From an optimization exercise on the open Yosys and OpenROAD flow, aimed at small area, a short achievable clock period and few clock cycles; shortcuts taken in it are not production practice. Only simulation tests tie the RTL to the original design; equivalence was not proved. Power figures rest on the tool's default switching activity, not on a simulated workload.

Setup of the reference run:
Design db_req_top, start of the top module:
module db_req_top #(
    parameter int TIMEOUT_CYCLES = 1024,
    parameter int FIFO_DEPTH     = 32
) (
    input  logic                    log_clk,
    input  logic                    log_rst,
    input  logic [15:0]             src_id_i,
    input  logic [15:0]             des_id_i,
    input  logic [15:0]             target_id_i,
    input  logic                    self_check_i,
    input  logic                    nwr_req_i,
    input  logic                    link_initialized_i,
    output logic                    rapidio_ready_o,
    output logic                    nwr_ready_o,
    output logic                    nwr_busy_o,
    output logic                    nwr_ack_done_o,
    output logic                    error_o,
    output srio_req_pkg::err_type_e error_type_o,
    input  logic                    user_tvalid_i,
    output logic                    user_tready_o,
    input  logic [63:0]             user_tdata_i,
    input  logic [7:0]              user_tkeep_i,
    input  logic                    user_tlast_i,
    output logic                    ireq_tvalid_o,
    input  logic                    ireq_tready_i,
    output logic [63:0]             ireq_tdata_o,
    output logic [7:0]              ireq_tkeep_o,
    output logic                    ireq_tlast_o,
    output logic [31:0]             ireq_tuser_o,
    input  logic                    iresp_tvalid_i,
    input  logic [63:0]             iresp_tdata_i,
    input  logic [31:0]             iresp_tuser_i
);
Size in the first run: about 2400 flip-flops, about 340 I/O pins.
export LEC_CHECK = 0
export CAP_MARGIN = 20
export CORE_MARGIN = 2
export CORE_UTILIZATION = 40
export CTS_CLUSTER_DIAMETER = 100
export CTS_CLUSTER_SIZE = 24
export SETUP_SLACK_MARGIN = 2.4
export SLEW_MARGIN = 20
export SYNTH_HIERARCHICAL = 1
create_clock -name core_clock -period 5.0 [get_ports {log_clk}]
standard.sh (not shown) runs the stock make flow with config.mk's settings and CLKGATE_MAP_FILE= SYNTH_SCRIPT=/design/flow/synth_recipe.tcl, a recipe that flattens the netlist after the stock synthesis.
==> flow/flow/run.sh <==
#!/bin/bash
# The standard layout (standard.sh), with plain buffers instead of delay
# cells on the ports. Make's output goes to flow_make.log; the ORFS steps keep
# their own logs under orfs/logs.
set -euo pipefail
bash standard.sh "BUFFER_PORTS_ARGS=-buffer_cell sky130_fd_sc_hd__buf_2" finish > flow_make.log 2>&1
The reference run reached the end of the flow, and the finished layout is clean on the timing, design-rule and antenna checks.
Testbench counts of the reference run, summed over its fixed seeds: cycles 25,119.
### the reference run -> the trial run
- swapping 2.4 for 2.0 in SETUP_SLACK_MARGIN
==> flow/run.sh (new file) <==
#!/bin/bash
# synth_recipe.tcl (not shown) runs the flow's synth.tcl, then flattens the netlist and writes it again
# the make line also repeats each setting of config.mk as NAME=value (left out here)
make -C /OpenROAD-flow-scripts/flow DESIGN_CONFIG=/design/flow/config.mk WORK_HOME=/design/flow/orfs CLKGATE_MAP_FILE= SYNTH_SCRIPT=/design/flow/synth_recipe.tcl finish
removed: flow/flow/run.sh
removed: flow/standard.sh
==> comparison <==
Headroom to the max-slew limit was lower in the run labelled the trial run.
Maximum ir drop on the vdd rail was lower in the trial run than in the reference run.
Sequential group share of total power delta (the trial run -> the reference run): insignificant
Looking only at post-detailed-placement half-perimeter wirelength, and setting everything else aside, the higher value of the trial run and the reference run goes to the trial run.
Worst-case clock skew, the trial run and the reference run, lower one = the reference run.
Count of clock-buffer cells in the layout was lower in the run labelled the reference run.
The met1 track utilization from global routing of the trial run is lower than that of the reference run.
Against the reference run, routed wire length in the trial run fell by a few percent.


## green
Starting RTL as in the previous note.
==> flow/design.v (excerpt) <==
module db_req_top #(
    parameter int TIMEOUT_CYCLES = 1024,
    parameter int FIFO_DEPTH     = 32
) (
    input  logic                    log_clk,
    input  logic                    log_rst,
    input  logic [15:0]             src_id_i,
    input  logic [15:0]             des_id_i,
    input  logic [15:0]             target_id_i,
    input  logic                    self_check_i,
    input  logic                    nwr_req_i,
    input  logic                    link_initialized_i,
    output logic                    rapidio_ready_o,
    output logic                    nwr_ready_o,
    output logic                    nwr_busy_o,
    output logic                    nwr_ack_done_o,
    output logic                    error_o,
    output srio_req_pkg::err_type_e error_type_o,
    input  logic                    user_tvalid_i,
    output logic                    user_tready_o,
    input  logic [63:0]             user_tdata_i,
    input  logic [7:0]              user_tkeep_i,
    input  logic                    user_tlast_i,
    output logic                    ireq_tvalid_o,
    input  logic                    ireq_tready_i,
    output logic [63:0]             ireq_tdata_o,
    output logic [7:0]              ireq_tkeep_o,
    output logic                    ireq_tlast_o,
    output logic [31:0]             ireq_tuser_o,
    input  logic                    iresp_tvalid_i,
    input  logic [63:0]             iresp_tdata_i,
    input  logic [31:0]             iresp_tuser_i
);
==> flow/config.mk <==
export PLATFORM = sky130hd
export DESIGN_NAME = db_req_top
export DESIGN_NICKNAME = db_req_top
export VERILOG_FILES = /design/flow/design.v
export SDC_FILE = /design/flow/constraint.sdc
export NUM_CORES = 4
export LEC_CHECK = 0
export CAP_MARGIN = 20
export CORE_MARGIN = 2
export CORE_UTILIZATION = 55
export CTS_CLUSTER_DIAMETER = 100
export CTS_CLUSTER_SIZE = 24
export SETUP_SLACK_MARGIN = 2.0
export SLEW_MARGIN = 20
export SYNTH_HIERARCHICAL = 1
==> flow/constraint.sdc <==
create_clock -name core_clock -period 5.0 [get_ports {log_clk}]
set_input_delay 1.0000 -clock core_clock [delete_from_list [all_inputs] [get_ports {log_clk}]]
set_output_delay 1.0000 -clock core_clock [all_outputs]
set_load 0.01 [all_outputs]
==> flow/flow/run.sh <==
#!/bin/bash
# The standard layout (standard.sh), with plain buffers instead of delay
# cells on the ports. Make's output goes to flow_make.log; the ORFS steps keep
# their own logs under orfs/logs.
set -euo pipefail
bash standard.sh "BUFFER_PORTS_ARGS=-buffer_cell sky130_fd_sc_hd__buf_2" finish > flow_make.log 2>&1
green: no failed stages, no open violations at the end
Testbench counts of green, summed over its fixed seeds: cycles 25,119.
Edits applied to the flow inputs when going from green to purple:
- SETUP_SLACK_MARGIN: 2.0 -> 1.7
- CORE_UTILIZATION: 55 -> 40
==> comparison <==
purple was carried through to the last stage, and its layout satisfied the timing, design-rule and antenna checks.
Going from green to purple, iteration count of the initial detailed-routing pass went down, die area saw an increase, routed wire length now sits higher.
Compare purple and green | cell count lower: green
[purple] width of the die rose about 17% relative to green
On overall power of the completed layout, purple and green are basically level.
purple ended up with u_ctrl.u_db1.q_o as its critical path startpoint; green ended up with iresp_tdata_i[23].
Re via count: purple and green aren't equal, and the lower value belongs to purple.
purple vs green, initial antenna violation count went up by 5.


## build 58
Another version of the RTL of db_req_top (not shown whole).
For scale: ~7600 cells after synthesis, about 2400 flip-flops.
clock: 5.0 ns
lec_check: 0
cap_margin: 20
core_margin: 2
core_utilization: 40
cts_cluster_diameter: 100
cts_cluster_size: 24
place_density: 0.7
setup_slack_margin: 2.0
slew_margin: 20
synth_hierarchical: 1
Scripts as last shown in full above: flow/flow/run.sh
Build 58 ended with every stage complete and zero timing, DRC or antenna violations.
Testbench counts of build 58, summed over its fixed seeds: cycles 25,119.
The following lists how build 4 was set up differently from build 58:
--- a/flow/config.mk
+++ b/flow/config.mk
@@ -10,5 +10,5 @@
 export CORE_UTILIZATION = 40
-export CTS_CLUSTER_DIAMETER = 100
-export CTS_CLUSTER_SIZE = 24
-export PLACE_DENSITY = 0.7
+export CTS_BUF_LIST = sky130_fd_sc_hd__clkbuf_8
+export CTS_CLUSTER_DIAMETER = 80
+export CTS_CLUSTER_SIZE = 16
 export SETUP_SLACK_MARGIN = 2.0
Results
Build 4: number of buffers and inverters on the critical path is 1 lower than what build 58 reported. Compared to build 58, build 4 shows a narrower setup margin. Summary — antenna diode instance count, build 4 relative to build 58: higher, by 2. In the flow results for build 58 and build 4, the total wire length is larger on build 4. Min worst setup slack before clock tree synthesis across build 58 and build 4: build 4. Delta (build 4 minus build 58): count of vias placed by the detailed router ~0 delta; design area +0.49%; core utilization +0.21 points. Summary: with build 58 as the reference, power density relative to cell area in build 4 moved down slightly. Build 4 vs. build 58: area occupied by multi-input gates shows no meaningful change, die width shows no meaningful change.
For build 66, these inputs were changed with respect to build 4:
--- a/flow/config.mk
+++ b/flow/config.mk
@@ -10,6 +10,5 @@
 export CORE_UTILIZATION = 40
-export CTS_BUF_LIST = sky130_fd_sc_hd__clkbuf_8
-export CTS_CLUSTER_DIAMETER = 80
-export CTS_CLUSTER_SIZE = 16
-export SETUP_SLACK_MARGIN = 2.0
+export CTS_CLUSTER_DIAMETER = 100
+export CTS_CLUSTER_SIZE = 24
+export SETUP_SLACK_MARGIN = 2.1
 export SLEW_MARGIN = 20
==> comparison <==
- Looking at via count, build 66 sits above build 4.
- Shortest clock period the worst path allows after layout (higher): build 4
- Wire length after detailed routing, build 4 and build 66: smaller value in build 4
- Of build 4 and build 66, the run reporting the higher count of cells resized by post-cts repair was build 66.
- Build 66 against build 4: final cell area excluding filler cells went up by 2.8%, worst-margin pin slew went down by 51 ps, power consumed by combinational cells was more or less identical, internal power of the cells went up by about 3%.
- Least setup slack across all paths after layout: build 66 vs build 4 up 43 ps
- In build 66 the part of the total power dissipated in sequential elements turned out 1.2 points lower than in build 4.
Relative to build 66, the following input files were edited for build 79:
--- a/flow/config.mk
+++ b/flow/config.mk
@@ -12,3 +12,3 @@
 export CTS_CLUSTER_SIZE = 24
-export SETUP_SLACK_MARGIN = 2.1
+export SETUP_SLACK_MARGIN = 2.0
 export SLEW_MARGIN = 20
==> run summary <==
What build 79 reported for number of buffers outside the clock class in the layout has to be multiplied by 1.2 to get the figure for build 66. Worst setup slack after layout essentially unchanged between build 79 and build 66. [compare] base=build 66 new=build 79: initial core utilization closely matched the old numbers; core utilization moved down; iteration count of the initial detailed-routing pass has decreased; post-cts resize count lower. On clock-pin slew on the worst setup and hold paths, build 66 tracks build 79 almost exactly. Build 66 was larger in final cell area than build 79.

what the ideal ports hide:
In the flow no input, the clock included, has a driving cell. The finished layouts below were timed again as built, in two steps. Step 1 (the two cells are an assumption about what drives the block):
set clk [get_ports {log_clk}]
set_driving_cell -lib_cell sky130_fd_sc_hd__clkbuf_16 $clk
set_driving_cell -lib_cell sky130_fd_sc_hd__buf_2 [delete_from_list [all_inputs] $clk]
Step 2 also shifts input and output timing later by t, the mid clock arrival at the registers, as if the neighbouring blocks saw the same clock. Three values: ideal, step 1, step 2; two values: the first two.
| run | t (ns) | setup WS [ns] | worst hold slack (ns) | pins driven straight from the clock port |
|---|---|---|---|---|
| the reference run | 0.892 | 1.869 / 1.790 / 1.575 | 0.080 / 0.016 / 0.506 | 1 |
| the trial run | 0.882 | 1.778 / 1.751 / 1.339 | 0.518 / 0.508 / 0.518 | 1 |
| green | 0.857 | 1.841 / 1.793 / 1.426 | 0.161 / 0.089 / 0.480 | 1 |
| purple | 0.879 | 1.714 / 1.630 / 1.405 | 0.092 / 0.037 / 0.493 | 1 |
| build 58 | 0.928 | 1.875 / 1.802 / 1.517 | 0.064 / -0.004 / 0.477 | 1 |
| build 4 | 1.116 | 1.837 / 1.735 / 1.435 | 0.260 / 0.235 / 0.479 | 1 |
| build 66 | 0.947 | 1.880 / 1.795 / 1.423 | 0.060 / -0.009 / 0.473 | 1 |
| build 79 | 0.936 | 1.880 / 1.784 / 1.442 | 0.071 / 0.001 / 0.473 | 1 |
After both steps every run listed still meets setup and hold. The setup slack of build 66, which loses most, moves by -0.085 ns with the drivers and by -0.457 ns with both steps.
